Source: an optimization exercise on an open RTL-to-GDS flow (aim: small area, a short achievable clock period and few clock cycles). Production flows keep margins and buffers that such runs may drop. Only simulation tests tie the RTL to the original design; equivalence was not proved.

### design/flow/flow/run.sh
#!/bin/bash
# Layout flow: the standard ORFS layout, unchanged, except that timing
# repair aims for a setup slack margin well above zero so that the resizer
# works on the paths that set the achieved period (the 30 ns clock leaves
# them with positive slack, so a zero margin repairs nothing).
set -euo pipefail
cd "$(dirname "$0")/.."
export SETUP_SLACK_MARGIN=${FLOW_SETUP_MARGIN:-22.8}
bash standard.sh > standard_flow.log 2>&1
### design/flow/standard.sh
#!/bin/bash
# synth_recipe.tcl (not shown) runs the flow's synth.tcl, then flattens the netlist and writes it again
# the make line also repeats each setting of config.mk as NAME=value (left out here)
make -C /OpenROAD-flow-scripts/flow DESIGN_CONFIG=/design/flow/config.mk WORK_HOME=/design/flow/orfs CLKGATE_MAP_FILE= SYNTH_SCRIPT=/design/flow/synth_recipe.tcl "${@:-finish}"
### design/flow/config.mk
export PLATFORM = sky130hd
export DESIGN_NAME = micro_ucr_hash_multi
export DESIGN_NICKNAME = micro_ucr_hash_multi
export VERILOG_FILES = /design/flow/design.v
export SDC_FILE = /design/flow/constraint.sdc
export NUM_CORES = 4
export LEC_CHECK = 0
export CAP_MARGIN = 30
export CORE_MARGIN = 2
export CORE_UTILIZATION = 55
export SLEW_MARGIN = 30
### design/flow/constraint.sdc
create_clock -name core_clock -period 30.0 [get_ports {clk}]
set_input_delay 6.0000 -clock core_clock [delete_from_list [all_inputs] [get_ports {clk}]]
set_output_delay 6.0000 -clock core_clock [all_outputs]
set_load 0.01 [all_outputs]
### design/flow/design.v
module micro_ucr_hash_multi #(
    parameter int K   = 3,
    parameter int CUT = 26
) (
    input  logic        clk,
    input  logic        reset_n,
    input  logic        inicio,
    input  logic [95:0] bloque_datos,
    input  logic [31:0] nonce_inicial,
    input  logic [31:0] nonce_limite,
    input  logic [7:0]  target,
    output logic [23:0] bounty,
    output logic [31:0] nonce_ganador,
    output logic        terminado,
    output logic        agotado,
    output logic        ocupado,
    output logic [31:0] intentos
);
    localparam int NC = 1 << K;
    localparam int HB = 32 - K;
    localparam logic [31:0] PCW = (32'd1 << 15) | (32'd1 << 18) | (32'd1 << 21) |
                                  (32'd1 << 24) | (32'd1 << 27) | (32'd1 << 29) |
                                  (32'd1 << 30);
    typedef logic [7:0] byte_t;
    function automatic logic [255:0] sched(input logic [95:0] blk, input logic [31:0] n);
        byte_t w [32];
        for (int j = 0; j < 12; j++) w[j] = blk[95-8*j -: 8];
        for (int j = 0; j < 4; j++) w[12+j] = n[31-8*j -: 8];
        for (int j = 16; j < 32; j++) w[j] = w[j-3] | (w[j-9] ^ w[j-14]);
        for (int j = 0; j < 32; j++) sched[255-8*j -: 8] = w[j];
    endfunction
    function automatic byte_t wof(input logic [255:0] w, input int j);
        wof = w[255-8*j -: 8];
    endfunction
    function automatic byte_t kof(input int j);
        kof = (j <= 16) ? 8'h99 : 8'hA1;
    endfunction
    function automatic byte_t yv(input byte_t c3, input byte_t c2);
        yv = (c3 << 4) ^ c2 ^ (c2 << 4);
    endfunction
    function automatic byte_t addx(input byte_t l, input byte_t y, input byte_t wk);
        byte_t e;
        logic  cy, p;
        e  = y ^ wk;
        cy = 1'b0;
        for (int i = 0; i < 8; i++) begin
            p       = l[i] ^ e[i];
            addx[i] = l[i] ^ (e[i] ^ cy);
            cy      = p ? cy : wk[i];
        end
    endfunction
    function automatic byte_t chw(input byte_t wz, input byte_t wo, input int gi);
        chw = wz;
        for (int b = 0; b < K; b++) if ((gi >> b) & 1) chw[b] = wo[b];
    endfunction
    logic          busy_q, found_q, exh_q;
    logic [95:0]   blk_q;
    logic [HB-1:0] limh_q;
    logic [K-1:0]  liml_q, inil_q;
    logic [7:0]    tgt_q;
    logic [HB-1:0] base1_q;
    logic          first1_q;
    logic [NC-1:0] val1;
    logic          last1;
    always_comb begin
        for (int i = 0; i < NC; i++)
            val1[i] = ((base1_q < limh_q) || (base1_q == limh_q && K'(i) <= liml_q))
                      && (!first1_q || K'(i) >= inil_q);
        last1 = (base1_q >= limh_q);
    end
    logic [255:0] wz1, wo1;
    assign wz1 = sched(blk_q, {base1_q, {K{1'b0}}});
    assign wo1 = sched(blk_q, {base1_q, {K{1'b1}}});
    byte_t cs12, cs13, cs14, cs16;
    always_comb begin
        byte_t cs [17];
        cs[0] = 8'h88 + 8'(wof(wz1, 0) + 8'h99);
        cs[1] = 8'h97 + 8'(wof(wz1, 1) + 8'h99);
        cs[2] = addx(8'(8'hE0 ^ cs[0] ^ (cs[0] << 4)), 8'h00, 8'(wof(wz1, 2) + 8'h99));
        for (int j = 3; j <= 16; j++) begin
            if (j == 15) cs[j] = '0;
            else cs[j] = addx(yv(cs[j-3], cs[j-2]), 8'h00, 8'(wof(wz1, j) + 8'h99));
        end
        cs12 = cs[12]; cs13 = cs[13]; cs14 = cs[14]; cs16 = cs[16];
    end
    byte_t c15 [NC];
    always_comb begin
        for (int i = 0; i < NC; i++)
            c15[i] = addx(yv(cs12, cs13), 8'h00,
                          8'(chw(wof(wz1, 15), wof(wo1, 15), i) + 8'h99));
    end
    logic [HB-1:0] base2_q;
    logic [NC-1:0] val2_q;
    logic          last2_q, v2_q;
    logic [3:0]    c14_2;
    byte_t         c16_2, wk17_2, w18z_2;
    logic [K-1:0]  w18o_2;
    byte_t         c15_2 [NC];
    always_ff @(posedge clk) begin
        c14_2  <= cs14[3:0];
        c16_2  <= cs16;
        wk17_2 <= 8'(wof(wz1, 17) + 8'hA1);
        w18z_2 <= wof(wz1, 18);
        w18o_2 <= wof(wo1, 18);
        for (int i = 0; i < NC; i++) c15_2[i] <= c15[i];
    end
    logic [255:0] wz2, wo2;
    assign wz2 = sched(blk_q, {base2_q, {K{1'b0}}});
    assign wo2 = sched(blk_q, {base2_q, {K{1'b1}}});
    byte_t        wa3, wbz3;
    logic [K-1:0] wbo3;
    logic [HB-1:0] base3_q;
    logic [NC-1:0] val3_q;
    logic          last3_q, v3_q;
    always_ff @(posedge clk) begin
        wa3  <= PCW[CUT+1] ? wof(wz2, CUT+1) : 8'(wof(wz2, CUT+1) + 8'hA1);
        wbz3 <= PCW[CUT+2] ? wof(wz2, CUT+2) : 8'(wof(wz2, CUT+2) + 8'hA1);
        wbo3 <= PCW[CUT+2] ? wof(wo2, CUT+2) : 8'(wof(wz2, CUT+2) + 8'hA1);
    end
    logic [K-1:0] wao3;
    always_ff @(posedge clk) wao3 <= wof(wo2, CUT+1);
    logic [255:0] wz3, wo3;
    assign wz3 = sched(blk_q, {base3_q, {K{1'b0}}});
    assign wo3 = sched(blk_q, {base3_q, {K{1'b1}}});
    logic [23:0] hch [NC];
    byte_t       a31 [NC];
    genvar gi;
    generate
        for (gi = 0; gi < NC; gi++) begin : ch
            byte_t q1, q2, q3;        
            always_comb begin
                byte_t p1, p2, p3, c, wk;
                p3 = c15_2[gi]; p2 = c16_2;
                c  = addx(c16_2, yv({4'h0, c14_2}, c15_2[gi]), wk17_2);
                p1 = c;
                for (int j = 18; j <= CUT; j++) begin
                    if (j == 18)     wk = 8'(chw(w18z_2, {w18z_2[7:K], w18o_2}, gi) + 8'hA1);
                    else if (PCW[j]) wk = 8'(chw(wof(wz2, j), wof(wo2, j), gi) + 8'hA1);
                    else             wk = 8'(wof(wz2, j) + 8'hA1);
                    c  = addx(p1, yv(p3, p2), wk);
                    p3 = p2; p2 = p1; p1 = c;
                end
                q1 = p1; q2 = p2; q3 = p3;
            end
            logic [7:0] s1, s2;
            logic [3:0] s3;
            always_ff @(posedge clk) begin
                s1 <= q1; s2 <= q2; s3 <= q3[3:0];
            end
            always_comb begin
                byte_t p1, p2, p3, c, wk;
                p1 = s1; p2 = s2; p3 = {4'h0, s3};
                for (int j = CUT + 1; j <= 30; j++) begin
                    if (j == CUT + 1)
                        wk = PCW[j] ? 8'(chw(wa3, {wa3[7:K], wao3}, gi) + 8'hA1)
                                    : wa3;
                    else if (j == CUT + 2)
                        wk = PCW[j] ? 8'(chw(wbz3, {wbz3[7:K], wbo3}, gi) + 8'hA1)
                                    : wbz3;
                    else if (PCW[j]) wk = 8'(chw(wof(wz3, j), wof(wo3, j), gi) + 8'hA1);
                    else             wk = 8'(wof(wz3, j) + 8'hA1);
                    c  = addx(p1, yv(p3, p2), wk);
                    p3 = p2; p2 = p1; p1 = c;
                end
                a31[gi] = (p2 << 4) ^ p1;
                hch[gi] = {8'(a31[gi] + 8'h01), p1[3:0] ^ 4'h8, 4'h9,
                           8'((yv(p3, p2) ^ p1) + 8'(wof(wz3, 31) + 8'h9F))};
            end
        end
    endgenerate
    logic [7:0]    t1;
    logic          t_ff, t_nz;
    logic [NC-1:0] hit, one;
    assign t1   = tgt_q - 8'd1;
    assign t_ff = (tgt_q == 8'hFF);
    assign t_nz = (tgt_q != 8'h00);
    always_comb begin
        for (int i = 0; i < NC; i++)
            hit[i] = v3_q && val3_q[i] &&
                     (t_ff || (t_nz && ((a31[i] < t1) || (a31[i] == 8'hFF))));
    end
    logic [K-1:0] widx;
    logic [23:0]  whash;
    logic         any_hit;
    always_comb begin
        logic seen;
        seen  = 1'b0;
        widx  = '0;
        whash = '0;
        for (int i = 0; i < NC; i++) begin
            one[i] = hit[i] && !seen;
            seen   = seen || hit[i];
            widx   = widx | ({K{one[i]}} & K'(i));
            whash  = whash | ({24{one[i]}} & hch[i]);
        end
        any_hit = seen;
    end
    logic cargar, ganar, agotar;
    assign cargar = inicio;
    assign ganar  = busy_q && !inicio && any_hit;
    assign agotar = busy_q && !inicio && !any_hit && v3_q && last3_q;
    always_ff @(posedge clk) begin
        if (!reset_n) begin
            busy_q  <= 1'b0;
            found_q <= 1'b0;
            exh_q   <= 1'b0;
        end else if (cargar) begin
            busy_q  <= 1'b1;
            found_q <= 1'b0;
            exh_q   <= 1'b0;
        end else if (ganar) begin
            busy_q  <= 1'b0;
            found_q <= 1'b1;
        end else if (agotar) begin
            busy_q  <= 1'b0;
            exh_q   <= 1'b1;
        end
    end
    always_ff @(posedge clk) begin
        if (cargar) begin
            blk_q    <= bloque_datos;
            limh_q   <= nonce_limite[31:K];
            liml_q   <= nonce_limite[K-1:0];
            inil_q   <= nonce_inicial[K-1:0];
            tgt_q    <= target;
            base1_q  <= nonce_inicial[31:K];
            first1_q <= 1'b1;
        end else if (busy_q) begin
            if (!last1) base1_q <= base1_q + HB'(1);
            first1_q <= 1'b0;
        end
    end
    always_ff @(posedge clk) begin
        if (!reset_n || cargar) begin
            v2_q <= 1'b0;
            v3_q <= 1'b0;
        end else if (busy_q) begin
            v2_q <= 1'b1;
            v3_q <= v2_q;
        end
        base2_q <= base1_q;
        val2_q  <= val1;
        last2_q <= last1;
        base3_q <= base2_q;
        val3_q  <= val2_q;
        last3_q <= last2_q;
    end
    logic [23:0]   bounty_q;
    logic [K-1:0]  idx_q;
    logic [HB-1:0] nwin_q;
    always_ff @(posedge clk) begin
        bounty_q <= ({24{busy_q}} & {whash[23:12], 4'h0, whash[7:0]}) | ({24{!busy_q}} & bounty_q);
        idx_q    <= ({K{busy_q}} & widx) | ({K{!busy_q}} & idx_q);
        nwin_q   <= ({HB{busy_q}} & base3_q & {HB{any_hit}}) | ({HB{!busy_q}} & nwin_q);
    end
    assign bounty        = {bounty_q[23:12], found_q, 2'b00, found_q, bounty_q[7:0]};
    assign nonce_ganador = {nwin_q, idx_q};
    assign ocupado       = busy_q;
    assign terminado     = found_q;
    assign agotado       = exh_q;
    assign intentos      = '0;
endmodule
==> flow_metrics.env, run 1 <==
export IMPL_rrSetupSlack_ns=22.82
export IMPL_max_freq_ghz=0.1364
export IMPL_cp_top_family="flip-flops"
export IMPL_root_buffer="clkbuf_16"
export IMPL_num_io_pins=262
export IMPL_worstPathMaxFanout=1
export IMPL_yosysUniqueCellTypes=105
export IMPL_rr_worst_depth=24
export IMPL_hpwl_mm=216.2
export IMPL_tightest_slew_ns=1.120
export IMPL_critPathBufInv=1
export IMPL_worstPathRequired_ns=24.00
export IMPL_period_share_pct=24.44
export IMPL_drt_total_wl_mm=257.1
export IMPL_portBuffers=227
export IMPL_yosysTopAreaCell="xnor2_1"
export IMPL_rr_endpoint="ch[1].s1[7]"
export IMPL_cts_buffers_inserted=57
export IMPL_grt_max_degree=134
export IMPL_synth_area_top_cells="xnor2_1, xor2_1, dfxtp_1"
export IMPL_fin_crit_ns=7.333
export IMPL_place_congestion=1.042
export IMPL_fill_cells=10040
export IMPL_clk_pin_slew_worst_paths_ns=0.08
export IMPL_async_reset_ff_share_pct=0
export IMPL_slowest_stage="edfxtp_1"
export IMPL_finalHoldViolations=0
export IMPL_ys_seq_area_share_pct=19.26
export IMPL_die_x_um=347.9
export IMPL_track_usage_pct=41.07
export IMPL_viasPerCell=5.903
export IMPL_slew_violations=0
export IMPL_worst_setup_path_end_kind="primary output"
export IMPL_grt_pass1_wl_mm=361.6
export IMPL_outcome="finished clean"
export IMPL_drv_cap=0
export IMPL_synth_area_sq_um=65030
export IMPL_antenna_left=0
export IMPL_rsz0062_at_grt="true"
export IMPL_fp_dieH_um=347.9
export IMPL_syn_avg_cell_area_sq_um=9.172
export IMPL_clock_latency_ns=0.70
export IMPL_worst_setup_path_type="reg2out"
export IMPL_cts_path_max_buffers=3
export IMPL_max_slew_margin_pct=24.58
export IMPL_drt_initial_drc_count=5350
export IMPL_worstSetupPathDepth=1
export IMPL_syn_inst=7090
export IMPL_cpPeakStageDelay_ns=0.47
export IMPL_synth_edff_count=191
export IMPL_die_area_sq_um=121000
export IMPL_wl_per_cell_um=28.49
export IMPL_worstSetupStartpointType="register"
export IMPL_h_tree_depth=2
export IMPL_layout_nets=7851
export IMPL_synth_most_common_cell="xnor2_1"
export IMPL_setup_viol=0
export IMPL_critPathArrivalTime_ns=1.33
export IMPL_ys_ff_latch=530
export IMPL_yosys_warnings=12
export IMPL_first_global_vias=51980
export IMPL_path_cells="buf_6"
export IMPL_hold_class="reg2reg"
export IMPL_via_count=53280
export IMPL_drt_pass1_iter_count=6
export IMPL_post_route_drc_count=0
export IMPL_syn_to_final_growth_pct=14.79
export IMPL_fin_worst_skew_ns=0.03716
export IMPL_tns_ns=0
export IMPL_clock_sinks=530
export IMPL_row_count=126
export IMPL_crit_end="bounty[3]"
export IMPL_antenna_found_initial=4
export IMPL_cts_tree="yes"
export IMPL_coreArea_sq_um=117600
export IMPL_synthFlopType="dfxtp_1"
export IMPL_synth_common_cells="xnor2_1, xor2_1, nand2_1, dfxtp_1, maj3_1"
export IMPL_drive_above_1_share_pct=13.10
export IMPL_synth_top_area_share_pct=31.64
export IMPL_reg2reg_from="blk_q[73]"
export IMPL_initial_utilization_pct=55.29
export IMPL_overflow=0
## layout by cell type, fill, tap and decap left out, types with 218 or more instances in the layout
| cell | netlist | layout |
|---|---|---|
| dfxtp_1 | 339 | 308 |
| nand2_1 | 367 | 365 |
| inv_1 | 222 | 218 |
| nor2_1 | 265 | 264 |
| ha_1 | 233 | 221 |
| xnor2_1 | 2349 | 2209 |
| a21oi_1 | 235 | 229 |
| maj3_1 | 328 | 317 |
| xor2_1 | 844 | 787 |
| buf_4 | 43 | 281 |
## area by class of cell
class | instances | area, sq um | area share (%)
Inverter | 233 | 882.1 | 1.182
Multi-Input combinational cell | 6102 | 53040 | 71.06
Sequential cell | 530 | 12570 | 16.84
Timing Repair Buffer | 519 | 4364 | 5.847
Tap cell | 1536 | 1922 | 2.575
Clock inverter | 30 | 274.0 | 0.3671
Clock buffer | 76 | 1589 | 2.129
Antenna cell | 1 | 2.502 | 0.003352
## flip-flops by register name, indices dropped and copies added, names as in the netlist, 22 cells and up, named ones only
| signal | count |
|---|---|
| ch.s1 | 54 |
| blk_q | 96 |
| ch.s2 | 54 |
| limh_q | 29 |
| nwin_q | 29 |
| c15_2 | 54 |
| base1_q | 29 |
| base2_q | 29 |
| ch.s3 | 22 |
| base3_q | 29 |
## kinds of logic after synthesis
group	synth area share, %
xor+xnor	48.62
simple gates	8.934
compound gates	7.121
fa+ha+maj	10.17
flops	19.26
buf+inv	3.223
mux	2.657
other cells	0.01155
## routing by layer
layer / up-vias / global-route usage, % / wire, um
met4: 4 / 26.77 / 20860
met1: 25560 / 50.10 / 98150
met2: 2726 / 68.09 / 118100
met3: 810 / 5.333 / 20040
li1: 24180 / - / -
met5: - / 0 / 32
## repair_timing
action                     in CTS  in global routing
gates resized for setup       409                238
setup endpoints to repair     241                136
gates cloned                    0                  1
buffers inserted               45                 75
hold buffers                    0                  0
pin swaps                      20                 55
## per-stage QoR
stage / utilization [%] / setup WS (ns) / area [sq um] / cells / hold slack (ns)
3_3_place_gp: 59.12 / 21.39 / 69530 / 8797 / 0.3124
4_1_cts: 61.66 / 22.65 / 72520 / 8948 / 0.3228
5_1_grt: 63.47 / 22.60 / 74640 / 9026 / 0.3310
6_report: 63.47 / 22.67 / 74650 / 9027 / 0.3226
2_1_floorplan: - / 22.89 / 65170 / 7123 / 0.3096
3_5_place_dp: 59.17 / 21.30 / 69590 / 8797 / 0.3121
## worst min-delay path by stage
stage	to	cells past startpoint	startpoint
after floorplan	last3_q	0	last2_q
after global placement	val3_q[7]	0	val2_q[7]
after detailed placement	val3_q[5]	0	val2_q[5]
after CTS	val3_q[1]	0	val2_q[1]
after global routing	val3_q[2]	0	val2_q[2]
final	val3_q[1]	0	val2_q[1]
Testbench counts, summed over its fixed seeds: cycles 5,855.
==> run 2: changes to the inputs <==
--- a/design/flow/config.mk
+++ b/design/flow/config.mk
@@ -7,5 +7,6 @@
 export LEC_CHECK = 0
 export CAP_MARGIN = 30
 export CORE_MARGIN = 2
-export CORE_UTILIZATION = 55
+export CORE_UTILIZATION = 62
+export PLACE_DENSITY = 0.7
 export SLEW_MARGIN = 30
==> run 2 against run 1 <==
Against the previous run:
- sequential cell count unchanged
- still clean
- utilization up 8.2 points
- register-to-register slack barely moved
- setup slack improved by 0.0020 ns
- critical path type unchanged
- final cell count fell by 2.2%
- sequential share of layout area is 0.065 points higher
==> flow_metrics.env, run 2 <==
export IMPL_largest_reg_flops=96
export IMPL_synth_edff_count=191
export IMPL_fin_worst_skew_ns=0.05125
export IMPL_setup_viol=0
export IMPL_top_register="blk_q"
export IMPL_register_area_sq_um=12580
export IMPL_synth_top_area_share_pct=31.64
export IMPL_yosysUniqueCellTypes=105
export IMPL_syn_to_final_growth_pct=14.42
export IMPL_max_freq_ghz=0.1364
export IMPL_worstSetupPathDepth=1
export IMPL_post_route_drc_count=0
export IMPL_hpwl_mm=209.4
export IMPL_syn_inst=7090
export IMPL_wl_per_cell_um=28.72
export IMPL_rr_endpoint="ch[5].s1[7]"
export IMPL_holdWs_ns=0.3281
export IMPL_worstPathRequired_ns=24.00
export IMPL_clock_sinks=530
export IMPL_period_share_pct=24.44
export IMPL_slowest_stage="edfxtp_1"
export IMPL_critPathBufInv=1
export IMPL_tightest_slew_ns=1.087
export IMPL_finish_utilization_pct=71.68
export IMPL_yosysTopAreaCell="xnor2_1"
export IMPL_critPathArrivalTime_ns=1.33
export IMPL_initial_utilization_pct=62.65
export IMPL_clk_pin_slew_worst_paths_ns=0.08
export IMPL_overflow=0
export IMPL_path_cells="buf_2"
export IMPL_layout_nets=7810
export IMPL_yosys_warnings=12
export IMPL_drt_pass1_iter_count=6
export IMPL_first_global_vias=53860
export IMPL_cpPeakStageDelay_ns=0.44
export IMPL_synth_common_cells="xnor2_1, xor2_1, nand2_1, dfxtp_1, maj3_1"
export IMPL_ys_ff_latch=530
export IMPL_fin_crit_ns=7.331
export IMPL_cp_top_family="flip-flops"
export IMPL_die_area_sq_um=107500
export IMPL_drt_initial_drc_count=5624
export IMPL_antenna_found_initial=1
export IMPL_dp_slack_ns=21.41
export IMPL_multi_input_area_sq_um=53170
export IMPL_clock_latency_ns=0.71
export IMPL_layout_setup_ws_ns=22.67
export IMPL_h_tree_depth=2
export IMPL_fp_dieH_um=327.9
export IMPL_die_x_um=327.9
export IMPL_reg2reg_from="blk_q[73]"
export IMPL_worstPathMaxFanout=1
export IMPL_synth_most_common_cell="xnor2_1"
export IMPL_synth_area_sq_um=65030
export IMPL_num_io_pins=262
export IMPL_cts_path_max_buffers=3
export IMPL_outcome="finished clean"
export IMPL_worst_setup_path_type="reg2out"
export IMPL_rsz0062_at_grt="true"
export IMPL_portBuffers=227
export IMPL_viasPerCell=6.154
export IMPL_drive_above_1_share_pct=13.08
export IMPL_layout_commonest_cell="xnor2_1"
export IMPL_grt_pass1_wl_mm=359.3
export IMPL_synth_area_top_cells="xnor2_1, xor2_1, dfxtp_1"
export IMPL_drv_cap=0
export IMPL_ys_seq_area_share_pct=19.26
export IMPL_grt_max_degree=93
export IMPL_via_count=54340
export IMPL_antenna_left=0
export IMPL_worstSetupStartpointType="register"
export IMPL_worst_setup_path_end_kind="primary output"
export IMPL_finalHoldViolations=0
export IMPL_mostFrequentLayoutCells="xnor2_1, xor2_1, nand2_1"
export IMPL_tns_ns=0
export IMPL_crit_end="bounty[5]"
export IMPL_fill_cells=7903
export IMPL_max_slew_margin_pct=26.99
export IMPL_slew_violations=0
export IMPL_cts_tree="yes"
export IMPL_row_count=118
export IMPL_track_usage_pct=45.64
export IMPL_place_congestion=1.104
export IMPL_synthFlopType="dfxtp_1"
export IMPL_rrSetupSlack_ns=22.81
export IMPL_syn_avg_cell_area_sq_um=9.172
export IMPL_coreArea_sq_um=103800
export IMPL_drt_total_wl_mm=253.6
export IMPL_hold_buffers=0
export IMPL_cts_buffers_inserted=56
export IMPL_rr_worst_depth=24
export IMPL_async_reset_ff_share_pct=0
export IMPL_hold_class="reg2reg"
export IMPL_root_buffer="clkbuf_16"
==> run 2: cell counts after synthesis <==
Identical to the previous run, type by type.
==> run 2: worst reg2reg max path, cell delays in order (launching register included) <==
cell      delay [ns]
edfxtp_1        0.54
xor2_2          0.27
nor3_4          0.27
inv_1           0.11
ha_4            0.37
xor3_2          0.63
buf_4           0.23
nand4_1         0.23
a31oi_2         0.17
or2_2           0.31
maj3_2          0.38
xnor3_1         0.46
xnor2_2         0.22
xnor2_1         0.16
mux2_2          0.40
xor2_2          0.20
xnor2_1         0.16
maj3_1          0.42
xnor2_2         0.28
mux2i_2         0.33
xnor2_1         0.22
xnor2_2         0.18
mux2i_1         0.25
xnor2_1         0.16
xnor2_1         0.15
==> run 2: worst min path at each step <==
stage	startpoint	to	slack (ns)	depth (start not counted)
after floorplan	last2_q	last3_q	0.31	0
after global placement	val2_q[2]	val3_q[2]	0.31	0
after detailed placement	val2_q[3]	val3_q[3]	0.31	0
after CTS	val2_q[3]	val3_q[3]	0.33	0
after global routing	val2_q[7]	val3_q[7]	0.33	0
final	val2_q[3]	val3_q[3]	0.33	0
==> run 2: final cells by class <==
cell class / count / share of cell area, %
sequential: 530 / 16.91
tap: 1380 / 2.321
inverter: 233 / 1.184
antenna: 3 / 0.01009
clock inverter: 33 / 0.5280
timing repair buffer: 479 / 5.501
multi-input combinational: 6102 / 71.46
clock buffer: 71 / 2.089
==> run 2: kinds of logic after synthesis <==
family          count (synthesis)  share of synthesized area [%]
buf+inv                       491                          3.223
compound gates                755                          7.121
flops                         530                          19.26
xor+xnor                     3369                          48.62
other cells                     2                        0.01155
simple gates                 1181                          8.934
mux                           167                          2.657
fa+ha+maj                     595                          10.17
==> run 2: routing by layer <==
| metal | routed length (um) | up-vias | track usage (%) |
|---|---|---|---|
| met1 | 91140 | 25970 | 53.33 |
| li1 | - | 24110 | - |
| met3 | 23580 | 986 | 8.756 |
| met4 | 23900 | 2 | 34.53 |
| met5 | 84 | - | 0 |
| met2 | 114900 | 3277 | 74.20 |
==> run 2: stage by stage <==
step / std cells / instance area [sq um]
after floorplan: 7123 / 65170
final: 8831 / 74400
after global routing: 8829 / 74400
after detailed placement: 8629 / 69290
after global placement: 8629 / 69240
after CTS: 8769 / 72120
==> run 2: repair_timing <==
| item | 4_1_cts | 5_1_grt |
|---|---|---|
| resized for setup | 390 | 284 |
| setup endpoints to repair | 165 | 142 |
| pin swaps | 24 | 54 |
| cloned | 0 | 1 |
| buffers inserted | 36 | 57 |
| hold endpoints to repair | 0 | 0 |
==> run 3: changes to the inputs <==
--- a/design/flow/design.v
+++ b/design/flow/design.v
@@ -84,44 +84,48 @@
         cs12 = cs[12]; cs13 = cs[13]; cs14 = cs[14]; cs16 = cs[16];
     end
     byte_t c15 [NC];
-    always_comb begin
-        for (int i = 0; i < NC; i++)
+    byte_t c17 [NC];
+    always_comb begin
+        for (int i = 0; i < NC; i++) begin
             c15[i] = addx(yv(cs12, cs13), 8'h00,
                           8'(chw(wof(wz1, 15), wof(wo1, 15), i) + 8'h99));
+            c17[i] = addx(cs16, yv(cs14, c15[i]), 8'(wof(wz1, 17) + 8'hA1));
+        end
     end
     logic [HB-1:0] base2_q;
     logic [NC-1:0] val2_q;
     logic          last2_q, v2_q;
-    logic [3:0]    c14_2;
-    byte_t         c16_2, wk17_2, w18z_2;
-    logic [K-1:0]  w18o_2;
-    byte_t         c15_2 [NC];
-    always_ff @(posedge clk) begin
-        c14_2  <= cs14[3:0];
+    byte_t         c16_2;
+    byte_t         r2z [18:CUT];      
+    logic [K-1:0]  r2o [18:CUT];      
+    logic [3:0]    c15_2 [NC];
+    byte_t         c17_2 [NC];
+    always_ff @(posedge clk) begin
         c16_2  <= cs16;
-        wk17_2 <= 8'(wof(wz1, 17) + 8'hA1);
-        w18z_2 <= wof(wz1, 18);
-        w18o_2 <= wof(wo1, 18);
-        for (int i = 0; i < NC; i++) c15_2[i] <= c15[i];
+        for (int j = 18; j <= CUT; j++) begin
+            r2z[j] <= PCW[j] ? wof(wz1, j) : 8'(wof(wz1, j) + 8'hA1);
+            r2o[j] <= wof(wo1, j);
+        end
+        for (int i = 0; i < NC; i++) begin
+            c15_2[i] <= c15[i][3:0];
+            c17_2[i] <= c17[i];
+        end
     end
     logic [255:0] wz2, wo2;
     assign wz2 = sched(blk_q, {base2_q, {K{1'b0}}});
     assign wo2 = sched(blk_q, {base2_q, {K{1'b1}}});
-    byte_t        wa3, wbz3;
-    logic [K-1:0] wbo3;
+    byte_t         r3z [CUT+1:31];
+    logic [K-1:0]  r3o [CUT+1:31];
     logic [HB-1:0] base3_q;
     logic [NC-1:0] val3_q;
     logic          last3_q, v3_q;
     always_ff @(posedge clk) begin
-        wa3  <= PCW[CUT+1] ? wof(wz2, CUT+1) : 8'(wof(wz2, CUT+1) + 8'hA1);
-        wbz3 <= PCW[CUT+2] ? wof(wz2, CUT+2) : 8'(wof(wz2, CUT+2) + 8'hA1);
-        wbo3 <= PCW[CUT+2] ? wof(wo2, CUT+2) : 8'(wof(wz2, CUT+2) + 8'hA1);
-    end
-    logic [K-1:0] wao3;
-    always_ff @(posedge clk) wao3 <= wof(wo2, CUT+1);
-    logic [255:0] wz3, wo3;
-    assign wz3 = sched(blk_q, {base3_q, {K{1'b0}}});
-    assign wo3 = sched(blk_q, {base3_q, {K{1'b1}}});
+        for (int j = CUT + 1; j <= 31; j++) begin
+            r3z[j] <= (j == 31) ? 8'(wof(wz2, j) + 8'h9F)
+                    : PCW[j] ? wof(wz2, j) : 8'(wof(wz2, j) + 8'hA1);
+            r3o[j] <= wof(wo2, j);
+        end
+    end
     logic [23:0] hch [NC];
     byte_t       a31 [NC];
     genvar gi;
@@ -130,13 +134,10 @@
             byte_t q1, q2, q3;        
             always_comb begin
                 byte_t p1, p2, p3, c, wk;
-                p3 = c15_2[gi]; p2 = c16_2;
-                c  = addx(c16_2, yv({4'h0, c14_2}, c15_2[gi]), wk17_2);
-                p1 = c;
+                p3 = {4'h0, c15_2[gi]}; p2 = c16_2; p1 = c17_2[gi];
                 for (int j = 18; j <= CUT; j++) begin
-                    if (j == 18)     wk = 8'(chw(w18z_2, {w18z_2[7:K], w18o_2}, gi) + 8'hA1);
-                    else if (PCW[j]) wk = 8'(chw(wof(wz2, j), wof(wo2, j), gi) + 8'hA1);
-                    else             wk = 8'(wof(wz2, j) + 8'hA1);
+                    if (PCW[j]) wk = 8'(chw(r2z[j], {r2z[j][7:K], r2o[j]}, gi) + 8'hA1);
+                    else        wk = r2z[j];
                     c  = addx(p1, yv(p3, p2), wk);
                     p3 = p2; p2 = p1; p1 = c;
                 end
@@ -151,20 +152,14 @@
                 byte_t p1, p2, p3, c, wk;
                 p1 = s1; p2 = s2; p3 = {4'h0, s3};
                 for (int j = CUT + 1; j <= 30; j++) begin
-                    if (j == CUT + 1)
-                        wk = PCW[j] ? 8'(chw(wa3, {wa3[7:K], wao3}, gi) + 8'hA1)
-                                    : wa3;
-                    else if (j == CUT + 2)
-                        wk = PCW[j] ? 8'(chw(wbz3, {wbz3[7:K], wbo3}, gi) + 8'hA1)
-                                    : wbz3;
-                    else if (PCW[j]) wk = 8'(chw(wof(wz3, j), wof(wo3, j), gi) + 8'hA1);
-                    else             wk = 8'(wof(wz3, j) + 8'hA1);
+                    if (PCW[j]) wk = 8'(chw(r3z[j], {r3z[j][7:K], r3o[j]}, gi) + 8'hA1);
+                    else        wk = r3z[j];
                     c  = addx(p1, yv(p3, p2), wk);
                     p3 = p2; p2 = p1; p1 = c;
                 end
                 a31[gi] = (p2 << 4) ^ p1;
                 hch[gi] = {8'(a31[gi] + 8'h01), p1[3:0] ^ 4'h8, 4'h9,
-                           8'((yv(p3, p2) ^ p1) + 8'(wof(wz3, 31) + 8'h9F))};
+                           8'((yv(p3, p2) ^ p1) + r3z[31])};
             end
         end
     endgenerate
--- a/design/flow/flow/run.sh
+++ b/design/flow/flow/run.sh
@@ -5,5 +5,5 @@
 # them with positive slack, so a zero margin repairs nothing).
 set -euo pipefail
 cd "$(dirname "$0")/.."
-export SETUP_SLACK_MARGIN=${FLOW_SETUP_MARGIN:-22.8}
+export SETUP_SLACK_MARGIN=${FLOW_SETUP_MARGIN:-22.6}
 bash standard.sh > standard_flow.log 2>&1
==> run 3 against run 2 <==
Against the previous run:
- utilization decreased by 2.4 points
- via count fell by 8.7%
- global-route usage decreased by 5.4 points
- final cell count shrank 3.1%
- count of clock-buffer cells in the layout up 24
- synthesized area decreased by 0.40%
- register-to-register slack got worse by 0.07 ns
==> flow_metrics.env, run 3 <==
export IMPL_cp_top_family="flip-flops"
export IMPL_worstPathRequired_ns=24.00
export IMPL_drv_cap=0
export IMPL_die_x_um=327.2
export IMPL_hpwl_mm=184.6
export IMPL_clock_latency_ns=0.69
export IMPL_synthFlopType="dfxtp_1"
export IMPL_hold_class="reg2reg"
export IMPL_initial_utilization_pct=62.58
export IMPL_synth_most_common_cell="xnor2_1"
export IMPL_cpPeakStageDelay_ns=0.43
export IMPL_overflow=0
export IMPL_yosysTopAreaCell="xnor2_1"
export IMPL_worstSetupStartpointType="register"
export IMPL_grt_max_degree=91
export IMPL_hold_buffers=0
export IMPL_post_route_drc_count=0
export IMPL_finalHoldViolations=0
export IMPL_yosys_warnings=16
export IMPL_worstPathMaxFanout=1
export IMPL_synth_edff_count=191
export IMPL_row_count=118
export IMPL_antenna_left=0
export IMPL_final_area_sq_um=71750
export IMPL_place_area_sq_um=68690
export IMPL_syn_inst=6912
export IMPL_max_slew_margin_pct=22.82
export IMPL_multi_input_area_sq_um=48870
export IMPL_clock_sinks=631
export IMPL_critPathArrivalTime_ns=1.38
export IMPL_worst_setup_path_type="reg2out"
export IMPL_syn_avg_cell_area_sq_um=9.371
export IMPL_max_freq_ghz=0.1355
export IMPL_ys_ff_latch=631
export IMPL_largest_reg_flops=96
export IMPL_wl_per_cell_um=25.75
export IMPL_grt_pass1_wl_mm=318.7
export IMPL_synth_area_sq_um=64770
export IMPL_mostFrequentLayoutCells="xnor2_1, xor2_1, dfxtp_1"
export IMPL_drt_initial_drc_count=5200
export IMPL_cts_path_max_buffers=3
export IMPL_outcome="finished clean"
export IMPL_synth_area_top_cells="xnor2_1, dfxtp_1, xor2_1"
export IMPL_drt_pass1_iter_count=6
export IMPL_layout_commonest_cell="xnor2_1"
export IMPL_viasPerCell=5.802
export IMPL_path_cells="clkdlybuf4s15_1"
export IMPL_async_reset_ff_share_pct=0
export IMPL_clk_pin_slew_worst_paths_ns=0.07
export IMPL_worst_setup_path_end_kind="primary output"
export IMPL_via_count=49630
export IMPL_layout_nets=7524
export IMPL_tns_ns=0
export IMPL_yosysUniqueCellTypes=81
export IMPL_cts_buffers_inserted=68
export IMPL_root_buffer="clkbuf_16"
export IMPL_slowest_stage="edfxtp_1"
export IMPL_top_register="blk_q"
export IMPL_die_area_sq_um=107100
export IMPL_track_usage_pct=40.20
export IMPL_coreArea_sq_um=103500
export IMPL_period_share_pct=24.60
export IMPL_rsz0062_at_grt="true"
export IMPL_fp_dieH_um=327.2
export IMPL_setup_viol=0
export IMPL_top_regs="blk_q x96, r2z x72"
export IMPL_slew_violations=0
export IMPL_critPathBufInv=1
export IMPL_portBuffers=227
export IMPL_h_tree_depth=3
export IMPL_num_io_pins=262
export IMPL_fin_crit_ns=7.379
export IMPL_cts_tree="yes"
export IMPL_tightest_slew_ns=1.149
export IMPL_syn_to_final_growth_pct=10.78
export IMPL_first_global_vias=48620
export IMPL_drt_total_wl_mm=220.3
export IMPL_drive_above_1_share_pct=6.748
export IMPL_fill_cells=8460
export IMPL_synth_common_cells="xnor2_1, xor2_1, dfxtp_1, maj3_1, nand2_1"
export IMPL_fin_worst_skew_ns=0.06769
export IMPL_antenna_found_initial=5
export IMPL_ys_seq_area_share_pct=22.45
export IMPL_place_congestion=1.010
export IMPL_synth_top_area_share_pct=31.68
export IMPL_register_area_sq_um=14570
[run 3: cell count changes after synthesis, sizes merged, moves of 18 or more]
cell / delta
a21oi: -18
buf: -30
clkbuf: +61
dfxtp: +101
nand2: -34
nor2: -19
nor3: -49
nor4: -19
o21ai: -20
xnor2: -32
[run 3: layer usage]
| layer | share of wire, % | GRT usage (%) |
|---|---|---|
| met1 | 39 | 50.02 |
| met4 | 7.0 | 23.39 |
| met5 | 0.039 | 0 |
| met2 | 46 | 66.26 |
| met3 | 7.7 | 6.110 |
[run 3: cell type report]
cell class,instances,share of cell area (%)
clock inverter,29,0.3836
sequential,631,20.30
tap,1380,2.406
timing repair buffer,389,4.830
multi-input combinational,5798,68.10
antenna,3,0.01046
clock buffer,95,2.757
inverter,230,1.208
[run 3: stage by stage]
| stage | worst slack, ns | hold slack [ns] | cells | utilization [%] |
|---|---|---|---|---|
| floorplan | 22.66 | 0.3096 | 6947 | - |
| global placement | 21.47 | 0.3125 | 8389 | 66.32 |
| detailed placement | 21.56 | 0.3121 | 8390 | 66.37 |
| CTS | 22.60 | 0.3267 | 8528 | 68.77 |
| global route | 22.56 | 0.3299 | 8552 | 69.32 |
| finish | 22.62 | 0.3266 | 8555 | 69.33 |
[run 3: path summary, 6_finish.rpt]
check / startpoint / endpoint / slack (ns) / cells after the start
worst min-delay path: val2_q[3] / val3_q[3] / 0.33 / 0
worst max-delay path: register / bounty[5] / 22.62 / 1
worst min register to register: val2_q[3] / val3_q[3] / 0.33 / 0
worst max register to register: blk_q[72] / c17_2[2][7] / 22.74 / 23
[run 3: repair_timing]
item | in CTS | in global routing
pin swaps | 9 | 13
resized for setup | 95 | 73
setup endpoints to repair | 128 | 84
buffers inserted | 14 | 23
gates cloned | 0 | 1
[run 3: logic make-up (layout without fill, tap and decap cells)]
group | count (synthesis) | count (layout) | synth area share (%)
muxes | 174 | 174 | 2.766
AOI/OAI and AO/OA | 654 | 654 | 6.039
other | 2 | 40 | 0.01159
adders and majority gates | 595 | 595 | 10.18
and+or+nand+nor | 1007 | 1007 | 7.327
buffers and inverters | 519 | 743 | 3.234
xor gates and xnor gates | 3330 | 3331 | 47.99
DFF | 631 | 631 | 22.45
Testbench counts of run 3, summed over its fixed seeds: cycles 5,855.
==> run 4: changes to the inputs <==
--- a/design/flow/flow/run.sh
+++ b/design/flow/flow/run.sh
@@ -5,5 +5,5 @@
 # them with positive slack, so a zero margin repairs nothing).
 set -euo pipefail
 cd "$(dirname "$0")/.."
-export SETUP_SLACK_MARGIN=${FLOW_SETUP_MARGIN:-22.6}
+export SETUP_SLACK_MARGIN=${FLOW_SETUP_MARGIN:-22.8}
 bash standard.sh > standard_flow.log 2>&1
==> run 4 against run 3 <==
Against the previous run:
- sequential cell count unchanged
- hold slack got worse by 0.0017 ns
- global-route usage increased by 0.37 points
- via count increased by 0.86%
- count of clock-buffer cells in the layout decreased by 1
- die area unchanged
- critical path depth unchanged
- setup slack improved by 0.050 ns
- fmax increased by 0.69%
- critical path type unchanged
- synthesized cell count unchanged
==> flow_metrics.env, run 4 <==
export IMPL_place_area_sq_um=68680
export IMPL_place_congestion=1.024
export IMPL_grt_max_degree=82
export IMPL_period_share_pct=24.43
export IMPL_fin_crit_ns=7.329
export IMPL_first_global_vias=49170
export IMPL_yosysUniqueCellTypes=81
export IMPL_wl_met1_mm=87.44
export IMPL_ys_seq_area_share_pct=22.45
export IMPL_fp_dieH_um=327.2
export IMPL_yosys_warnings=16
export IMPL_final_area_sq_um=72190
export IMPL_h_tree_depth=3
export IMPL_drive_above_1_share_pct=8.801
export IMPL_cts_tree="yes"
export IMPL_max_slew_margin_pct=27.40
export IMPL_drt_pass1_iter_count=6
export IMPL_max_freq_ghz=0.1364
export IMPL_track_usage_pct=40.57
export IMPL_layout_commonest_cell="xnor2_1"
export IMPL_drt_initial_drc_count=4751
export IMPL_async_reset_ff_share_pct=0
export IMPL_cts_path_max_buffers=3
export IMPL_viasPerCell=5.838
export IMPL_worstPathRequired_ns=24.00
export IMPL_drv_cap=0
export IMPL_via_count=50060
export IMPL_worstSetupStartpointType="register"
export IMPL_wl_per_cell_um=26.04
export IMPL_top_layer_used="met5"
export IMPL_hpwl_mm=184.7
export IMPL_synth_most_common_cell="xnor2_1"
export IMPL_mostFrequentLayoutCells="xnor2_1, xor2_1, dfxtp_1"
export IMPL_top_register="blk_q"
export IMPL_layout_setup_ws_ns=22.67
export IMPL_num_io_pins=262
export IMPL_largest_reg_flops=96
export IMPL_layout_nets=7544
export IMPL_synthFlopType="dfxtp_1"
export IMPL_dp_slack_ns=21.52
export IMPL_synth_edff_count=191
export IMPL_antenna_left=0
export IMPL_tightest_slew_ns=1.080
export IMPL_slew_violations=0
export IMPL_yosysTopAreaCell="xnor2_1"
export IMPL_die_x_um=327.2
export IMPL_hold_buffers=0
export IMPL_critPathBufInv=1
export IMPL_grt_pass1_wl_mm=321.6
export IMPL_clock_sinks=631
export IMPL_synth_top_area_share_pct=31.68
export IMPL_path_cells="buf_2"
export IMPL_fin_worst_skew_ns=0.04919
export IMPL_synth_area_sq_um=64770
export IMPL_synth_common_cells="xnor2_1, xor2_1, dfxtp_1, maj3_1, nand2_1"
export IMPL_tns_ns=0
export IMPL_cts_buffers_inserted=70
export IMPL_outcome="finished clean"
export IMPL_row_count=118
export IMPL_drt_total_wl_mm=223.3
export IMPL_portBuffers=227
export IMPL_worstPathMaxFanout=1
export IMPL_setup_viol=0
export IMPL_slowest_stage="edfxtp_1"
export IMPL_critPathArrivalTime_ns=1.33
export IMPL_syn_inst=6912
export IMPL_syn_to_final_growth_pct=11.46
export IMPL_ys_ff_latch=631
export IMPL_finish_utilization_pct=69.75
export IMPL_synth_area_top_cells="xnor2_1, dfxtp_1, xor2_1"
export IMPL_overflow=0
export IMPL_route_met2_wl_mm=102.5
export IMPL_rsz0062_at_grt="true"
export IMPL_worst_setup_path_type="reg2out"
export IMPL_dr_wl_met3_mm=17.92
export IMPL_syn_avg_cell_area_sq_um=9.371
export IMPL_hold_class="reg2reg"
export IMPL_top_regs="blk_q x96, r2z x72"
export IMPL_post_route_drc_count=0
export IMPL_die_area_sq_um=107100
export IMPL_finalHoldViolations=0
export IMPL_cpPeakStageDelay_ns=0.47
export IMPL_root_buffer="clkbuf_16"
export IMPL_initial_utilization_pct=62.58
export IMPL_antenna_found_initial=3
export IMPL_cp_top_family="flip-flops"
export IMPL_clock_latency_ns=0.68
export IMPL_clk_pin_slew_worst_paths_ns=0.07
export IMPL_coreArea_sq_um=103500
export IMPL_worst_setup_path_end_kind="primary output"
-- run 4: changes by cell type in the layout (fill, tap and decap cells not counted), sizes merged --
cell / delta
buf: +74
dlygate4sd2: -48
clkdlybuf4s15: -8
clkinvlp: +3
inv: -3
clkinv: +2
bufinv: +1
clkbuf: -1
-- run 4: area by class of cell --
type                       instances  area, sq um
timing repair buffer             407         3431
multi-input combinational       5798        49270
antenna                            3        7.507
fill                            8317        31310
clock buffer                      94         1937
tap                             1380         1727
sequential                       631        14580
clock inverter                    32        365.4
inverter                         230        874.6
-- run 4: layer usage --
layer / GRT usage [%] / up-vias
met3: 7.200 / 679
met4: 24.57 / 2
met2: 66.11 / 2386
li1: - / 23080
met1: 50.09 / 23910
met5: 0 / -
-- run 4: cells by family after synthesis --
| group | count (synthesis) | synth area share, % |
|---|---|---|
| adder cells (fa/ha/maj) | 595 | 10.18 |
| XOR/XNOR | 3330 | 47.99 |
| AND/OR/NAND/NOR | 1007 | 7.327 |
| flip-flops | 631 | 22.45 |
| other | 2 | 0.01159 |
| multiplexers | 174 | 2.766 |
| buffers and inverters | 519 | 3.234 |
| AO/OA/AOI/OAI | 654 | 6.039 |
-- run 4: final timing paths --
| path | endpoint | slack, ns | from | cells past startpoint |
|---|---|---|---|---|
| max | bounty[7] | 22.67 | register | 1 |
| min | last3_q | 0.32 | last2_q | 0 |
| max reg2reg | c17_2[4][7] | 22.90 | blk_q[88] | 27 |
| min reg2reg | last3_q | 0.32 | last2_q | 0 |
-- run 4: per-stage QoR --
step	instances	hold WS, ns
2_1_floorplan	6947	0.3096
6_report	8575	0.3249
3_3_place_gp	8390	0.3108
5_1_grt	8572	0.3296
3_5_place_dp	8392	0.3121
4_1_cts	8533	0.3255
-- run 4: repair_timing --
action                                  CTS  global route
pin swaps                                14            28
setup buffers                            15            37
endpoints found under the setup margin  226           139
hold endpoints to repair                  0             0
gates resized for setup                 305           122
gates cloned                              0             2
==> run 5: changes to the inputs <==
--- a/design/flow/config.mk
+++ b/design/flow/config.mk
@@ -7,6 +7,5 @@
 export LEC_CHECK = 0
 export CAP_MARGIN = 30
 export CORE_MARGIN = 2
-export CORE_UTILIZATION = 62
-export PLACE_DENSITY = 0.7
+export CORE_UTILIZATION = 55
 export SLEW_MARGIN = 30
==> run 5 against run 4 <==
Against the previous run:
- sequential share of layout area decreased by 0.16 points
- synthesized area stayed put
- global-route usage shrank 3.7 points
- critical path depth did not move
- die area increased by 13%
- fmax grew 0.88%
- highest routed layer unchanged
==> flow_metrics.env, run 5 <==
export IMPL_worstPathRequired_ns=24.00
export IMPL_worstSetupPathDepth=1
export IMPL_slowest_stage="edfxtp_1"
export IMPL_drt_total_wl_mm=228.0
export IMPL_synth_area_top_cells="xnor2_1, dfxtp_1, xor2_1"
export IMPL_track_usage_pct=36.82
export IMPL_drv_cap=0
export IMPL_synth_area_sq_um=64770
export IMPL_finalNonFillerCells=8725
export IMPL_synth_common_cells="xnor2_1, xor2_1, dfxtp_1, maj3_1, nand2_1"
export IMPL_grtUsageMet2_pct=60.46
export IMPL_rrSetupSlack_ns=22.92
export IMPL_yosysUniqueCellTypes=81
export IMPL_ys_ff_latch=631
export IMPL_root_buffer="clkbuf_16"
export IMPL_tns_ns=0
export IMPL_rr_worst_depth=24
export IMPL_synth_edff_count=191
export IMPL_largest_reg_flops=96
export IMPL_slew_violations=0
export IMPL_grt_max_degree=79
export IMPL_async_reset_ff_share_pct=0
export IMPL_h_tree_depth=3
export IMPL_setup_viol=0
export IMPL_fp_dieH_um=347.2
export IMPL_grt_met3_usage_pct=5.057
export IMPL_dp_cells=8539
export IMPL_period_share_pct=24.22
export IMPL_critPathArrivalTime_ns=1.26
export IMPL_drive_above_1_share_pct=9.056
export IMPL_wl_per_cell_um=26.13
export IMPL_multi_input_area_sq_um=49330
export IMPL_initial_utilization_pct=55.59
export IMPL_synthFlopType="dfxtp_1"
export IMPL_top_regs="blk_q x96, r2z x72"
export IMPL_worst_setup_path_type="reg2out"
export IMPL_first_global_vias=48130
export IMPL_die_x_um=347.2
export IMPL_layout_nets=7549
export IMPL_clk_pin_slew_worst_paths_ns=0.07
export IMPL_syn_avg_cell_area_sq_um=9.371
export IMPL_max_freq_ghz=0.1376
export IMPL_via_count=48990
export IMPL_cts_buffers_inserted=71
export IMPL_cts_path_max_buffers=3
export IMPL_layout_commonest_cell="xnor2_1"
export IMPL_clock_sinks=631
export IMPL_finish_utilization_pct=62.43
export IMPL_viasPerCell=5.614
export IMPL_ys_seq_area_share_pct=22.45
export IMPL_worst_setup_path_end_kind="primary output"
export IMPL_clock_latency_ns=0.66
export IMPL_reg2reg_from="r3z[28][1]"
export IMPL_grt_pass1_wl_mm=327.0
export IMPL_antenna_found_initial=3
export IMPL_tightest_slew_ns=1.100
export IMPL_synth_top_area_share_pct=31.68
export IMPL_finalHoldViolations=0
export IMPL_mostFrequentLayoutCells="xnor2_1, xor2_1, dfxtp_1"
export IMPL_fill_cells=10090
export IMPL_hpwl_mm=190.7
export IMPL_overflow=0
export IMPL_critPathBufInv=1
export IMPL_row_count=125
export IMPL_cts_tree="yes"
export IMPL_yosys_warnings=16
export IMPL_rsz0062_at_grt="true"
export IMPL_hold_class="reg2reg"
export IMPL_place_congestion=1.005
export IMPL_coreArea_sq_um=116500
export IMPL_die_area_sq_um=120500
export IMPL_num_io_pins=262
export IMPL_top_register="blk_q"
export IMPL_synth_most_common_cell="xnor2_1"
export IMPL_syn_to_final_growth_pct=12.31
export IMPL_use_met1_pct=46.71
export IMPL_post_route_drc_count=0
export IMPL_portBuffers=227
export IMPL_fin_worst_skew_ns=0.03350
export IMPL_worstSetupStartpointType="register"
export IMPL_fin_crit_ns=7.265
export IMPL_worstPathMaxFanout=1
export IMPL_crit_end="nonce_ganador[1]"
export IMPL_cpPeakStageDelay_ns=0.45
export IMPL_max_slew_margin_pct=26.02
export IMPL_path_cells="buf_6"
export IMPL_drt_pass1_iter_count=6
export IMPL_syn_inst=6912
export IMPL_antenna_left=0
export IMPL_register_area_sq_um=14580
export IMPL_drt_initial_drc_count=4109
export IMPL_cp_top_family="flip-flops"
export IMPL_gr_max_usage_layer="met2"
export IMPL_outcome="finished clean"
export IMPL_yosysTopAreaCell="xnor2_1"
-- run 5: worst min-delay path by stage --
stage / startpoint / endpoint / slack (ns) / depth (start not counted)
after floorplan: last2_q / last3_q / 0.31 / 0
after global placement: last2_q / last3_q / 0.31 / 0
after detailed placement: val2_q[7] / val3_q[7] / 0.31 / 0
after CTS: val2_q[7] / val3_q[7] / 0.32 / 0
after global routing: last2_q / last3_q / 0.33 / 0
final: last2_q / last3_q / 0.33 / 0
-- run 5: area by class of cell --
cell class                 instances  area share [%]
antenna                            1        0.003440
clock buffer                      92           2.809
clock inverter                    38          0.5900
inverter                         230           1.202
multi-input combinational       5798           67.82
sequential                       631           20.04
tap                             1524           2.621
timing repair buffer             411           4.909
-- run 5: logic make-up (layout without fill, tap and decap cells) --
logic type,Yosys count,after routing,share of synthesized area [%]
AO/OA/AOI/OAI,654,655,6.039
adder cells (fa/ha/maj),595,595,10.18
other,2,38,0.01159
multiplexers,174,174,2.766
flip-flops,631,631,22.45
XOR/XNOR,3330,3330,47.99
buffers and inverters,519,771,3.234
AND/OR/NAND/NOR,1007,1007,7.327
-- run 5: per-layer routing --
metal	share of wire [%]	routed length (um)
met1	41	93880
met2	46	104800
met3	6.5	14900
met4	6.3	14400
met5	0.011	26
-- run 5: stage by stage --
step,hold WS (ns),setup WS [ns],cell area [sq um]
5_1_grt,0.3326,22.71,72740
3_5_place_dp,0.3121,21.11,68950
6_report,0.3264,22.74,72740
4_1_cts,0.3242,22.71,71920
2_1_floorplan,0.3096,22.89,64910
3_3_place_gp,0.3111,21.17,68870
-- run 5: timing repair --
item,4_1_cts,5_1_grt
gates cloned,3,1
endpoints found under the hold margin,0,0
setup endpoints to repair,216,139
hold buffers,0,0
pin swaps,18,27
gates resized for setup,323,111
buffers inserted,25,26
==> run 6: changes to the inputs <==
--- a/design/flow/flow/run.sh
+++ b/design/flow/flow/run.sh
@@ -5,5 +5,5 @@
 # them with positive slack, so a zero margin repairs nothing).
 set -euo pipefail
 cd "$(dirname "$0")/.."
-export SETUP_SLACK_MARGIN=${FLOW_SETUP_MARGIN:-22.8}
+export SETUP_SLACK_MARGIN=${FLOW_SETUP_MARGIN:-22.4}
 bash standard.sh > standard_flow.log 2>&1
==> run 6 against run 5 <==
Against the previous run:
- synthesized area is the same
- first-iteration DRC count rose by 4.1%
- synthesized cell count did not move
- sequential cell count stayed put
- sequential share of layout area is 0.19 points higher
- utilization decreased by 0.70 points
- non-clock buffer count fell by 21
- critical endpoint is now nonce_ganador[2]
==> flow_metrics.env, run 6 <==
export IMPL_tns_ns=0
export IMPL_outcome="finished clean"
export IMPL_drv_cap=0
export IMPL_viasPerCell=5.642
export IMPL_via_count=49070
export IMPL_finish_utilization_pct=61.73
export IMPL_first_global_vias=47680
export IMPL_syn_avg_cell_area_sq_um=9.371
export IMPL_layout_nets=7527
export IMPL_place_congestion=1.006
export IMPL_critPathBufInv=1
export IMPL_yosysUniqueCellTypes=81
export IMPL_cts_buffers_inserted=71
export IMPL_clock_latency_ns=0.68
export IMPL_critPathArrivalTime_ns=1.56
export IMPL_slowest_stage="clkdlybuf4s50_1"
export IMPL_h_tree_depth=3
export IMPL_synthFlopType="dfxtp_1"
export IMPL_largest_reg_flops=96
export IMPL_yosysTopAreaCell="xnor2_1"
export IMPL_finalNonFillerCells=8698
export IMPL_drt_pass1_iter_count=6
export IMPL_drt_initial_drc_count=4277
export IMPL_antenna_left=0
export IMPL_reg2reg_from="blk_q[88]"
export IMPL_die_x_um=347.2
export IMPL_cts_tree="yes"
export IMPL_yosys_warnings=16
export IMPL_overflow=0
export IMPL_synth_top_area_share_pct=31.68
export IMPL_async_reset_ff_share_pct=0
export IMPL_layout_commonest_cell="xnor2_1"
export IMPL_synth_edff_count=191
export IMPL_clock_sinks=631
export IMPL_drive_above_1_share_pct=6.622
export IMPL_grt_pass1_wl_mm=324.1
export IMPL_num_io_pins=262
export IMPL_holdCritStartpoint="val2_q[7]"
export IMPL_rsz0062_at_grt="false"
export IMPL_max_slew_margin_pct=24.29
export IMPL_worstPathMaxFanout=1
export IMPL_post_route_drc_count=0
export IMPL_top_register="blk_q"
export IMPL_antenna_found_initial=3
export IMPL_rr_endpoint="c17_2[3][7]"
export IMPL_synth_common_cells="xnor2_1, xor2_1, dfxtp_1, maj3_1, nand2_1"
export IMPL_wl_per_cell_um=25.94
export IMPL_synth_area_top_cells="xnor2_1, dfxtp_1, xor2_1"
export IMPL_grt_max_degree=127
export IMPL_rrSetupSlack_ns=22.54
export IMPL_synth_most_common_cell="xnor2_1"
export IMPL_worst_setup_path_end_kind="primary output"
export IMPL_cp_top_family="buffers and inverters"
export IMPL_clk_pin_slew_worst_paths_ns=0.06
export IMPL_cts_path_max_buffers=3
export IMPL_cpPeakStageDelay_ns=0.56
export IMPL_coreArea_sq_um=116500
export IMPL_die_area_sq_um=120500
export IMPL_hpwl_mm=190.2
export IMPL_tightest_slew_ns=1.132
export IMPL_portBuffers=227
export IMPL_hold_class="reg2reg"
export IMPL_hold_buffers=0
export IMPL_setup_viol=0
export IMPL_worstPathRequired_ns=24.00
export IMPL_rr_worst_depth=22
export IMPL_track_usage_pct=36.53
export IMPL_syn_to_final_growth_pct=11.06
export IMPL_drt_total_wl_mm=225.6
export IMPL_row_count=125
export IMPL_slew_violations=0
export IMPL_min_path_cells=0
export IMPL_dp_cells=8540
export IMPL_ys_seq_area_share_pct=22.45
export IMPL_worst_setup_path_type="reg2out"
export IMPL_ys_ff_latch=631
export IMPL_worstSetupStartpointType="register"
export IMPL_syn_inst=6912
export IMPL_path_cells="clkdlybuf4s50_1"
export IMPL_fin_worst_skew_ns=0.03970
export IMPL_root_buffer="clkbuf_16"
export IMPL_fill_cells=10090
export IMPL_max_freq_ghz=0.1324
export IMPL_top_regs="blk_q x96, r2z x72"
export IMPL_fp_dieH_um=347.2
export IMPL_mostFrequentLayoutCells="xnor2_1, xor2_1, dfxtp_1"
export IMPL_hold_path_end="val3_q[7]"
export IMPL_fin_crit_ns=7.555
export IMPL_synth_area_sq_um=64770
export IMPL_finalHoldViolations=0
export IMPL_period_share_pct=25.18
export IMPL_initial_utilization_pct=55.59
run 6: cell types whose count changed in the layout (fill, tap and decap cells not counted), sizes merged:
cell / change
clkdlybuf4s50: +13
clkinvlp: -2
bufbuf: -2
bufinv: -1
o21bai: -1
dlygate4sd2: +44
buf: -75
clkinv: +9
clkbuf: -12
run 6: cell type report:
type | instances | area (sq um) | area share [%]
Inverter | 230 | 867.1 | 1.205
Clock inverter | 44 | 494.2 | 0.6871
Clock buffer | 81 | 1896 | 2.635
Timing Repair Buffer | 390 | 3480 | 4.837
Sequential cell | 631 | 14550 | 20.23
Tap cell | 1524 | 1907 | 2.651
Multi-Input combinational cell | 5797 | 48730 | 67.75
Antenna cell | 1 | 2.502 | 0.003479
run 6: worst max-delay path by stage:
stage,startpoint,endpoint,slack [ns],cells past startpoint
after floorplan,inicio,base1_q[0],22.66,3
after global placement,inicio,base1_q[1],21.45,4
after detailed placement,inicio,base1_q[1],21.38,4
after CTS,register,bounty[21],22.40,1
after global routing,blk_q[64],c17_2[0][7],22.37,28
final,register,nonce_ganador[2],22.44,1
run 6: cell families (layout without fill, tap and decap cells):
kind of cell | after synthesis | in the layout | share of synthesized area, %
XOR/XNOR | 3330 | 3330 | 47.99
AND/OR/NAND/NOR | 1007 | 1007 | 7.327
AO/OA/AOI/OAI | 654 | 654 | 6.039
flip-flops | 631 | 631 | 22.45
adder cells (fa/ha/maj) | 595 | 595 | 10.18
buffers and inverters | 519 | 745 | 3.234
multiplexers | 174 | 174 | 2.766
other | 2 | 38 | 0.01159
run 6: metrics by stage:
stage	hold slack [ns]	instance area [sq um]	setup slack, ns
floorplan	0.3096	64900	22.66
global placement	0.3129	68870	21.45
detailed placement	0.3121	68930	21.38
CTS	0.3196	71390	22.40
global route	0.3288	71930	22.37
finish	0.3224	71930	22.44
run 6: metal layers:
layer	up-vias	wire, um	part of all wire [%]	GRT usage [%]
met1	23570	93910	42	46.75
met2	1963	104100	46	60.49
met3	493	14180	6.3	4.211
li1	23050	-	-	-
met4	0	13470	6.0	19.12
met5	-	0	0	0
run 6: timing repair:
action,CTS,global route
buffers inserted,2,30
gates cloned,0,0
resized for setup,60,56
endpoints found under the setup margin,141,106
pin swaps,3,13
endpoints found under the hold margin,0,0
==> run 7: changes to the inputs <==
--- a/design/flow/flow/run.sh
+++ b/design/flow/flow/run.sh
@@ -5,5 +5,5 @@
 # them with positive slack, so a zero margin repairs nothing).
 set -euo pipefail
 cd "$(dirname "$0")/.."
-export SETUP_SLACK_MARGIN=${FLOW_SETUP_MARGIN:-22.4}
+export SETUP_SLACK_MARGIN=${FLOW_SETUP_MARGIN:-23.0}
 bash standard.sh > standard_flow.log 2>&1
==> run 7 against run 6 <==
Against the previous run:
- critical endpoint is now bounty[2]
- count of clock-buffer cells in the layout grew 14
- global-route usage rose by 1.1 points
- fmax increased by 3.7%
- die area unchanged
- final cell count up 0.79%
- synthesized cell count unchanged
- still clean
- via count increased by 0.89%
- critical path depth is the same
==> flow_metrics.env, run 7 <==
export IMPL_outcome="finished clean"
export IMPL_finalHoldViolations=0
export IMPL_critPathBufInv=1
export IMPL_max_slew_margin_pct=27.23
export IMPL_synthAdderAreaFrac_pct=10.18
export IMPL_coreArea_sq_um=116500
export IMPL_initial_utilization_pct=55.59
export IMPL_fin_crit_ns=7.287
export IMPL_mostFrequentLayoutCells="xnor2_1, xor2_1, dfxtp_1"
export IMPL_portBuffers=227
export IMPL_synthFlopType="dfxtp_1"
export IMPL_dp_cells=8546
export IMPL_drt_total_wl_mm=233.5
export IMPL_post_route_drc_count=0
export IMPL_first_global_vias=48530
export IMPL_rsz0062_at_grt="true"
export IMPL_hpwl_mm=195.4
export IMPL_finalNonFillerCells=8767
export IMPL_overflow=0
export IMPL_grt_max_degree=129
export IMPL_cts_path_max_buffers=3
export IMPL_top_regs="blk_q x96, r2z x72"
export IMPL_worstPathMaxFanout=1
export IMPL_synthMuxAreaShare_pct=2.766
export IMPL_synth_area_sq_um=64770
export IMPL_fin_worst_skew_ns=0.04757
export IMPL_row_count=125
export IMPL_yosysTopAreaCell="xnor2_1"
export IMPL_critPathArrivalTime_ns=1.29
export IMPL_worstPathRequired_ns=24.00
export IMPL_clock_sinks=631
export IMPL_yosys_warnings=16
export IMPL_die_area_sq_um=120500
export IMPL_clock_latency_ns=0.69
export IMPL_cts_tree="yes"
export IMPL_root_buffer="clkbuf_16"
export IMPL_antenna_left=0
export IMPL_route_met2_wl_mm=108.6
export IMPL_synth_compound_area_share_pct=6.039
export IMPL_synth_most_common_cell="xnor2_1"
export IMPL_rrSetupSlack_ns=23.07
export IMPL_drv_cap=0
export IMPL_die_x_um=347.2
export IMPL_worst_setup_path_type="reg2out"
export IMPL_worstSetupStartpointType="register"
export IMPL_synth_simple_gate_area_share_pct=7.327
export IMPL_worst_setup_path_end_kind="primary output"
export IMPL_tightest_slew_ns=1.084
export IMPL_place_congestion=1.011
export IMPL_max_freq_ghz=0.1372
export IMPL_cp_top_family="flip-flops"
export IMPL_synth_area_top_cells="xnor2_1, dfxtp_1, xor2_1"
export IMPL_layout_commonest_cell="xnor2_1"
export IMPL_synth_top_family_by_area="XOR/XNOR gates"
export IMPL_cts_buffers_inserted=71
export IMPL_top_layer_used="met4"
export IMPL_syn_to_final_growth_pct=13.65
export IMPL_num_io_pins=262
export IMPL_async_reset_ff_share_pct=0
export IMPL_via_count=49510
export IMPL_slowest_stage="edfxtp_1"
export IMPL_drive_above_1_share_pct=10.73
export IMPL_drt_pass1_iter_count=6
export IMPL_track_usage_pct=37.60
export IMPL_tns_ns=0
export IMPL_layout_nets=7584
## run 7: cell counts after synthesis
Identical to the previous run, type by type.
## run 7: final timing paths
check | start | cells after the start | endpoint
worst max-delay path | register | 1 | bounty[2]
worst min register to register | val2_q[1] | 0 | val3_q[1]
worst min-delay path | val2_q[1] | 0 | val3_q[1]
worst max register to register | blk_q[88] | 22 | c17_2[1][7]
## run 7: what timing repair did
| item | CTS | global route |
|---|---|---|
| setup buffers | 28 | 54 |
| hold buffers | 0 | 0 |
| gates cloned | 0 | 1 |
| resized for setup | 409 | 179 |
| hold endpoints to repair | 0 | 0 |
| endpoints found under the setup margin | 236 | 158 |
| pin swaps | 27 | 50 |
## run 7: area by class of cell
type / instances / area [sq um]
inverters: 230 / 874.6
flip-flops and latches: 631 / 14640
repair buffers: 447 / 3923
clock inverters: 35 / 419.2
diodes: 8 / 20.02
multi-input cells: 5797 / 49820
fillers: 9921 / 42910
well taps: 1524 / 1907
clock buffers: 95 / 2009
## run 7: cells by family (layout without fill, tap and decap cells)
logic type,after synthesis,after routing
xor gates and xnor gates,3330,3330
and+or+nand+nor,1007,1007
AOI/OAI and AO/OA,654,654
DFF,631,631
adders and majority gates,595,595
buffers and inverters,519,807
muxes,174,174
other,2,45
## run 7: per-layer routing
layer | global-route usage (%) | vias up
li1 | - | 23180
met1 | 46.48 | 23670
met2 | 62.67 | 2038
met3 | 5.266 | 618
met4 | 21.54 | 0
met5 | 0 | -
## run 7: metrics by stage
stage          setup slack [ns]
6_report                  22.71
5_1_grt                   22.70
4_1_cts                   22.66
3_5_place_dp              21.72
3_3_place_gp              21.79
2_1_floorplan             23.03

[separate check: timing with driven ports]
The flow's constraints put no driver on any port. The routed layouts listed below were extracted and timed again, unchanged, in two steps. Step 1 sets driving cells, clkbuf_16 on the clock port and buf_2 on the other inputs (assumed; they add their load-dependent delay and slew). Step 2 adds t to the input delays and takes it off the output delays; t is the mean of the earliest and latest rising clock arrival at the registers after step 1. Input paths then give back, and output paths get back, about the clock's delay inside the block. a / b / c = ideal ports / drivers / drivers and shift; a / b = the first two.
| run | t (ns) | slack for setup (ns) | worst register clock-pin slew, ns |
|---|---|---|---|
| run 1 | 0.762 | 22.667 / 22.584 / 22.249 | 0.08 / 0.08 |
| run 2 | 0.766 | 22.669 / 22.586 / 22.235 | 0.08 / 0.08 |
| run 3 | 0.737 | 22.621 / 22.540 / 22.189 | 0.09 / 0.09 |
| run 4 | 0.734 | 22.671 / 22.592 / 22.290 | 0.07 / 0.07 |
| run 5 | 0.724 | 22.735 / 22.652 / 22.222 | 0.07 / 0.07 |
| run 6 | 0.740 | 22.445 / 22.362 / 21.848 | 0.07 / 0.07 |
| run 7 | 0.750 | 22.713 / 22.631 / 22.430 | 0.08 / 0.08 |
After both steps setup and hold are still met in every run listed. The setup slack of run 6, which loses most, moves by -0.083 ns with the drivers and by -0.597 ns with both steps.
